Background: an optimization exercise with open tools, aiming at small area. Do not read the settings as production practice.
In this exercise RTL edits were held to simulation tests only and were not proved equivalent to the original.
No activity file was given, so power comes from the tool's default toggle rates.

==> flow/design.v <==
package kws_pkg;
    typedef enum logic [2:0] {
        SEL_POSITION = 3'd0,
        SEL_SHIFT1   = 3'd1,
        SEL_SHIFT2   = 3'd2,
        SEL_SHIFT3   = 3'd3,
        SEL_SHIFT4   = 3'd4,
        SEL_SHIFT5   = 3'd5,
        SEL_SHIFT6   = 3'd6,
        SEL_SHIFT7   = 3'd7
    } col_sel_e;
    typedef struct packed {
        logic     clause;
        logic     invert;
        col_sel_e col_sel;
    } clause_code_t;
    typedef struct packed {
        logic                                 row_valid;
        logic                                 row_spad_index;
        logic                                 col_valid;
        logic                                 col_ready;
        clause_code_t                         clause_code;
        logic [1:0]                           stage_code;
        logic [$clog2(4096)-1:0]    ccl_raddr;
    } col_stage_t;
    typedef struct packed {
        logic [1:0]                   stage_code;
        logic                         ena;
        logic                         clause_sel;
        logic                         inv_en;
        logic [2*4-1:0]  flush_flags;
        logic [58-1:0]      literal;
    } pe_lane_t;
    localparam int COL_STAGE_W = 9 + $clog2(4096) + 2;
    localparam int PE_LANE_W   = 5 + 2*4 + 58;
endpackage
`timescale 1ns/1ps
module feature_fetch (
    input  logic                                  clk,
    input  logic                                  rst_n,
    input  logic                                  decode_en,
    input  logic                                  block_ready,
    input  logic [64-1:0]               feature_rdata,
    input  logic                                  clause_flush,
    output logic                                  feature_ren,
    output logic [$clog2(2*32)-1:0]       feature_rptr,
    output logic [64-1:0]               row_lo,
    output logic [64-1:0]               row_hi,
    output logic [58-1:0]               pos_lo,
    output logic [58-1:0]               pos_hi,
    output logic                                  row_ptr_zero
);
    localparam int PTR_W = $clog2(2 * 32);
    logic                     handshake;
    logic                     rd_phase;
    logic [PTR_W-1:0]         rd_ptr;
    logic                     rd_pending;
    logic [1:0]               wr_slot;
    logic                     rd_sel;
    logic                     swap_d1;
    logic                     swap_d2;
    logic [64-1:0]  spad [4];
    assign handshake    = decode_en && block_ready;
    assign row_ptr_zero = (rd_ptr == '0);
    always_ff @(posedge clk or negedge rst_n) begin
        if (!rst_n) begin
            rd_phase <= 1'b0;
            rd_ptr   <= '0;
        end else if (handshake && !rd_phase) begin
            rd_phase <= 1'b1;
            rd_ptr   <= rd_ptr + 1'b1;
        end else if (rd_phase) begin
            rd_phase <= 1'b0;
            rd_ptr   <= rd_ptr + 1'b1;
        end
    end
    assign feature_ren  = handshake || rd_phase;
    assign feature_rptr = rd_ptr;
    always_ff @(posedge clk or negedge rst_n) begin
        if (!rst_n) begin
            rd_pending <= 1'b0;
        end else begin
            rd_pending <= feature_ren;
        end
    end
    always_ff @(posedge clk or negedge rst_n) begin
        if (!rst_n) begin
            wr_slot <= 2'd0;
        end else if (rd_pending) begin
            wr_slot <= wr_slot + 2'd1;
        end
    end
    always_ff @(posedge clk) begin
        if (rd_pending) begin
            spad[wr_slot] <= feature_rdata;
        end
    end
    always_ff @(posedge clk or negedge rst_n) begin
        if (!rst_n) begin
            swap_d1 <= 1'b0;
            swap_d2 <= 1'b0;
        end else begin
            swap_d1 <= handshake && !row_ptr_zero;
            swap_d2 <= swap_d1;
        end
    end
    always_ff @(posedge clk or negedge rst_n) begin
        if (!rst_n) begin
            rd_sel <= 1'b0;
        end else if (clause_flush) begin
            rd_sel <= 1'b0;
        end else if (swap_d2) begin
            rd_sel <= ~rd_sel;
        end
    end
    assign row_lo = spad[{rd_sel, 1'b0}];
    assign row_hi = spad[{rd_sel, 1'b1}];
    always_ff @(posedge clk or negedge rst_n) begin
        if (!rst_n) begin
            pos_lo <= 58'h3FF_FFFF_FFFF_FFFE;
            pos_hi <= 58'h3FF_FFFF_FFFF_FFFC;
        end else if (clause_flush) begin
            pos_lo <= 58'h3FF_FFFF_FFFF_FFFE;
            pos_hi <= 58'h3FF_FFFF_FFFF_FFFC;
        end else if (swap_d2) begin
            pos_lo <= pos_lo << 2;
            pos_hi <= pos_hi << 2;
        end
    end
endmodule
`timescale 1ns/1ps
module pe_column_lane (
    input  logic                      clk,
    input  logic                      rst_n,
    input  kws_pkg::col_stage_t                col_stage,
    input  logic [64-1:0]   row_lo,
    input  logic [64-1:0]   row_hi,
    input  logic [58-1:0]   pos_lo,
    input  logic [58-1:0]   pos_hi,
    input  logic                      clause_flush,
    output kws_pkg::pe_lane_t                  lane
);
    logic                             spad_idx;
    logic [64-1:0]          row_data;
    logic [58-1:0]          pos_data;
    logic [2:0]                       shift;
    logic [58-1:0]          literal;
    logic [2*4-1:0]      flush_flags;
    always_ff @(posedge clk or negedge rst_n) begin
        if (!rst_n) begin
            spad_idx <= 1'b0;
        end else if (col_stage.row_valid && col_stage.col_ready) begin
            spad_idx <= col_stage.row_spad_index;
        end
    end
    assign row_data = spad_idx ? row_hi : row_lo;
    assign pos_data = spad_idx ? pos_hi : pos_lo;
    assign shift = col_stage.clause_code.col_sel - 3'd1;
    always_comb begin
        if (col_stage.clause_code.col_sel == kws_pkg::SEL_POSITION) begin
            literal = pos_data;
        end else begin
            literal = row_data[shift +: 58];
        end
    end
    always_ff @(posedge clk or negedge rst_n) begin
        if (!rst_n) begin
            flush_flags <= '1;
        end else if (clause_flush) begin
            flush_flags <= '1;
        end else if (col_stage.col_valid) begin
            flush_flags[{col_stage.stage_code, col_stage.clause_code.clause}] <= 1'b0;
        end
    end
    assign lane.stage_code  = col_stage.stage_code;
    assign lane.ena         = col_stage.col_valid;
    assign lane.clause_sel  = col_stage.clause_code.clause;
    assign lane.inv_en      = col_stage.clause_code.invert;
    assign lane.flush_flags = flush_flags;
    assign lane.literal     = literal;
endmodule
`timescale 1ns/1ps
module clause_tracker (
    input  logic                                  clk,
    input  logic                                  rst_n,
    input  logic                                  decode_en,
    input  logic                                  block_ready,
    input  logic                                  row_ptr_zero,
    input  logic [$clog2(2048)-1:0]   block_raddr,
    input  logic [5*kws_pkg::COL_STAGE_W-1:0] col_stage,
    output logic                                  clause_flush,
    output logic                                  summation_ena
);
    logic start_d1;
    logic start_d2;
    logic start_d3;
    logic any_valid;
    logic any_valid_d1;
    logic all_addr_zero;
    logic last_clause;
    kws_pkg::col_stage_t cs;
    always_ff @(posedge clk or negedge rst_n) begin
        if (!rst_n) begin
            start_d1 <= 1'b0;
            start_d2 <= 1'b0;
            start_d3 <= 1'b0;
        end else begin
            start_d1 <= decode_en && block_ready && row_ptr_zero && (block_raddr != '0);
            start_d2 <= start_d1;
            start_d3 <= start_d2;
        end
    end
    always_comb begin
        any_valid     = 1'b0;
        all_addr_zero = 1'b1;
        cs            = '0;
        for (int c = 0; c < 5; c++) begin
            cs            = col_stage[c*kws_pkg::COL_STAGE_W +: kws_pkg::COL_STAGE_W];
            any_valid     = any_valid | cs.col_valid;
            all_addr_zero = all_addr_zero & (cs.ccl_raddr == '0);
        end
    end
    always_ff @(posedge clk or negedge rst_n) begin
        if (!rst_n) begin
            any_valid_d1 <= 1'b0;
            last_clause  <= 1'b0;
        end else begin
            any_valid_d1 <= any_valid;
            last_clause  <= any_valid_d1 && all_addr_zero;
        end
    end
    assign clause_flush  = start_d2 || last_clause;
    assign summation_ena = start_d3 || last_clause;
endmodule
`timescale 1ns/1ps
module distributor (
    input  logic                                  clk,
    input  logic                                  rst_n,
    input  logic                                  decode_en,
    input  logic                                  block_ready,
    input  logic [$clog2(2048)-1:0]   block_raddr,
    input  logic [5*kws_pkg::COL_STAGE_W-1:0] col_stage,
    input  logic [64-1:0]               feature_rdata,
    output logic                                  feature_ren,
    output logic [$clog2(2*32)-1:0]       feature_rptr,
    output logic [5*kws_pkg::PE_LANE_W-1:0]   pe_lane,
    output logic                                  summation_ena
);
    logic [64-1:0]  row_lo;
    logic [64-1:0]  row_hi;
    logic [58-1:0]  pos_lo;
    logic [58-1:0]  pos_hi;
    logic                     row_ptr_zero;
    logic                     clause_flush;
    feature_fetch u_fetch (
        .clk           (clk),
        .rst_n         (rst_n),
        .decode_en     (decode_en),
        .block_ready   (block_ready),
        .feature_rdata (feature_rdata),
        .clause_flush  (clause_flush),
        .feature_ren   (feature_ren),
        .feature_rptr  (feature_rptr),
        .row_lo        (row_lo),
        .row_hi        (row_hi),
        .pos_lo        (pos_lo),
        .pos_hi        (pos_hi),
        .row_ptr_zero  (row_ptr_zero)
    );
    clause_tracker u_tracker (
        .clk           (clk),
        .rst_n         (rst_n),
        .decode_en     (decode_en),
        .block_ready   (block_ready),
        .row_ptr_zero  (row_ptr_zero),
        .block_raddr   (block_raddr),
        .col_stage     (col_stage),
        .clause_flush  (clause_flush),
        .summation_ena (summation_ena)
    );
    for (genvar c = 0; c < 5; c++) begin : g_lane
        pe_column_lane u_lane (
            .clk          (clk),
            .rst_n        (rst_n),
            .col_stage    (col_stage[c*kws_pkg::COL_STAGE_W +: kws_pkg::COL_STAGE_W]),
            .row_lo       (row_lo),
            .row_hi       (row_hi),
            .pos_lo       (pos_lo),
            .pos_hi       (pos_hi),
            .clause_flush (clause_flush),
            .lane         (pe_lane[c*kws_pkg::PE_LANE_W +: kws_pkg::PE_LANE_W])
        );
    end
endmodule
==> flow/run.sh <==
#!/bin/bash
# synth_recipe.tcl (not shown) runs the flow's synth.tcl, then flattens the netlist and writes it again
# the make line also repeats each setting of config.mk as NAME=value (left out here)
make -C /OpenROAD-flow-scripts/flow DESIGN_CONFIG=/design/flow/config.mk WORK_HOME=/design/flow/orfs CLKGATE_MAP_FILE= SYNTH_SCRIPT=/design/flow/synth_recipe.tcl finish
==> flow/config.mk <==
export PLATFORM = sky130hd
export DESIGN_NAME = distributor
export DESIGN_NICKNAME = distributor
export VERILOG_FILES = /design/flow/design.v
export SDC_FILE = /design/flow/constraint.sdc
export NUM_CORES = 4
export LEC_CHECK = 0
export ABC_AREA = 1
export CAP_MARGIN = 20
export CORE_MARGIN = 2
export CORE_UTILIZATION = 40
export SLEW_MARGIN = 20
==> flow/constraint.sdc <==
create_clock -name core_clock -period 8.0 [get_ports {clk}]
set_input_delay 1.6000 -clock core_clock [delete_from_list [all_inputs] [get_ports {clk}]]
set_output_delay 1.6000 -clock core_clock [all_outputs]
set_load 0.01 [all_outputs]
==> impl_metrics.yaml <==
status:
  outcome: "finished clean"
final_layout:
  drive_gt1_share_pct: 5.12
  area_growth_syn_to_layout_pct: 22.0
  layout_commonest_cell: "nand3_1"
  final_nets: 5698
  final_cell_mix: "nand3_1, nand2_1, clkdlybuf4s50_1"
critical_path:
  cp_common_cell: "nand2_1"
  path_delay_family: "buffers and inverters"
  worst-path-buf-inv: 5
  r2r_cells: 3
  critical_path_cell_count: 11
  end_kind: "output port"
  timing.critical_path.fanout_max: 46
  required_ps: 6400
  max_stage_delay_ps: 850
  crit_type: "input port to output port"
  path_cells: "clkdlybuf4s50_1 -> inv_1 -> ha_2 -> inv_2 -> buf_4 -> nand3_1 -> nand2_1 -> nand2_1 -> nand3_1 -> nand2_1 -> clkdlybuf4s50_1"
  cp_slowest_cell: "inv_2"
  cp.arrival_ps: 5230
  critPathLaunchType: "input port"
floorplan:
  std_cell_rows: 104
  die_y_um: 289
  boundaryPins: 557
  initial_core_util_pct: 40.4
  die_area_mm2: 0.0835
  coreArea_mm2: 0.0804
  fp.dieW_um: 289
clocking:
  path_clk_slew_ps: 60
  clkLatencyLatePin_ps: 620
  ctsHoldBuffers: 0
  cts.repair.resized: 0
  htreeDepth: 2
  cts_setup_buffers: 0
  cts.root.buffer_cell: "clkbuf_16"
  numCtsBuffers: 44
  clock_sinks: 348
  cts_tree: "built"
  clock_path_buffers: 3
synth:
  ys_ff_latch: 348
  yosysSeqAreaShare_pct: 31.0
  async_flop_share_pct: 26.4
  synth_edf_count: 256
  synthCells: 5252
  synthesis.nets: 5478
  synthesis.area_mm2: 0.0325
  synthFlopType: "edfxtp_1"
  syn_avg_cell_area_um2: 6.18
  yosys_warnings: 3
  ys_types: 27
grt:
  grt-ovfl-total: 0
  grt_max_degree: 104
  antenna_found_initial: 7
  use_met3_pct: 11.4
  busiest_layer: "met2"
  grt_usage_pct: 41.5
  grt_pass1_vias: 38600
  use_met2_pct: 60.8
  use_met1_pct: 55.6
  grt_pass1_wl_mm: 259
flow_run:
  max-cap-violations: 0
timing:
  fin_worst_skew_ps: 32.1
  hold_slack_ps: 348
  fin_crit_sh_pct: 85.4
  finalHoldViolCount: 0
  maxSlewHeadroom_pct: 17.1
  finalSetupViolCount: 0
  worst_pin_slew_ps: 1240
  tns_ps: 0
  min_period_ps: 6830
  drv_slew: 0
  fmaxAchievable_mhz: 146
  rsz0062_at_grt: "false"
pwr:
  p_leak_nw: 17.4
  peakVddDrop_mv: 0.237
  power_per_cell_area_mw_per_mm2: 323
route:
  vias: 42600
  route.antenna.remaining_nets: 0
  routed_wl_mm: 181
  drt-vias-per-instance: 6.49
  wl_per_cell_um: 27.6
  first_pass_iters: 8
  route.detailed.drc: 0
  first_iter_violations: 7549
placement:
  portBuffers: 546
  place_hpwl_mm: 125
  place_congestion: 1.06
hold_path:
  min_path_cells: 0
  hold_class: "flop to flop"
-- report_power, final --
group	total [W]	internal [W]	switching (W)	leakage, nW
Sequential	0.00301	0.00249	0.000521	3.33
Clock	0.00210	0.00121	0.000895	0.723
Combinational	0.00769	0.00253	0.00516	13.4
Total	0.0128	0.00623	0.00657	17.4
-- logic make-up (layout without fill, tap and decap cells) --
kind of cell | after synthesis | in the layout | share of synthesized area (%)
DFF | 348 | 348 | 31.0
xor gates and xnor gates | 13 | 13 | 0.351
other | 0 | 3 | 0
and+or+nand+nor | 3935 | 3935 | 54.1
buffers and inverters | 558 | 814 | 7.28
AOI/OAI and AO/OA | 366 | 366 | 5.97
adders and majority gates | 32 | 32 | 1.23
-- per-layer routing --
metal  part of all wire [%]  vias up  routed length (um)
li1                       -    18700                   -
met1                     38    19600               69100
met2                     41     3643               75200
met3                     14      725               25100
met4                    6.5       12               11700
met5                  0.094        -                 171
-- through the flow --
stage	utilization [%]	total power (W)	setup WS [ps]	instances	instance area [um^2]
6_report	49.3	0.0128	1170	6571	39600
5_1_grt	49.2	0.0134	1210	6569	39600
4_1_cts	49.2	0.0125	1430	6568	39600
3_5_place_dp	47.4	0.0104	1440	6486	38100
3_3_place_gp	47.4	0.0104	1440	6486	38100
2_1_floorplan	-	0.00709	3020	5252	32500
-- Yosys cell counts, types with 16 or more instances --
cell type  number  area [um^2]
o211ai_1       29          218
dfstp_2        69         1810
nand3_1      2192        11000
o21ai_0       172          861
clkbuf_1      239          897
buf_1          74          278
buf_2          96          480
edfxtp_1      256         7690
a21oi_1       151          756
nor4_1         16          100
dfrtp_1        23          576
ha_1           32          400
buf_4          38          285
inv_1          99          372
nor2_1         36          135
nand2_1      1677         6290
-- layout make-up --
type	instances	area [um^2]
antenna	3	7.51
multi-input combinational	4346	20200
clock buffer	53	1190
sequential	348	10100
clock inverter	29	314
fill	8441	40800
tap	1060	1330
timing repair buffer	622	6060
inverter	110	438
-- path summary, 6_finish.rpt --
| path | slack (ps) | to | startpoint |
|---|---|---|---|
| max | 1170 | pe_lane[316] | col_stage[107] |
| min | 350 | u_fetch.swap_d2 | u_fetch.swap_d1 |
| max reg2reg | 5340 | g_lane[4].u_lane.spad_idx | g_lane[4].u_lane.spad_idx |
| min reg2reg | 350 | u_fetch.swap_d2 | u_fetch.swap_d1 |
| max in group asynchronous | 5500 | g_lane[1].u_lane.spad_idx | rst_n |
| min in group asynchronous | 1040 | g_lane[0].u_lane.spad_idx | rst_n |
-- registers in the layout, summed over array words and instances (netlist names), 2 cells and up --
register	flops
g_lane.u_lane.spad_idx	5
u_fetch.pos_hi	28
u_fetch.wr_slot	2
u_fetch.spad	256
g_lane.u_lane.flush_flags	40
u_fetch.rd_ptr	6

## separate check: timing with driven ports
The flow's constraints put no driver on any port. The routed layout listed below was extracted and timed again, unchanged, in two steps. Step 1 assumes that a clkbuf_16 drives the clock port and a buf_2 every other input. Step 2 also shifts input and output timing later by t, the mid clock arrival at the registers, as if the neighbouring blocks saw the same clock. a / b / c = ideal ports / drivers / drivers and shift; a / b = the first two.
t (ns): 0.676
slack for setup (ns): 1.168 / 1.136 / 1.136
hold WS [ns]: 0.348 / 0.348 / 0.348
worst slew at a driven data input, ns: 0.16
cell pins on the clock port's net: 1
After both steps this run still meets setup and hold. The setup slack of this run moves by -0.032 ns with the drivers and by -0.032 ns with both steps.
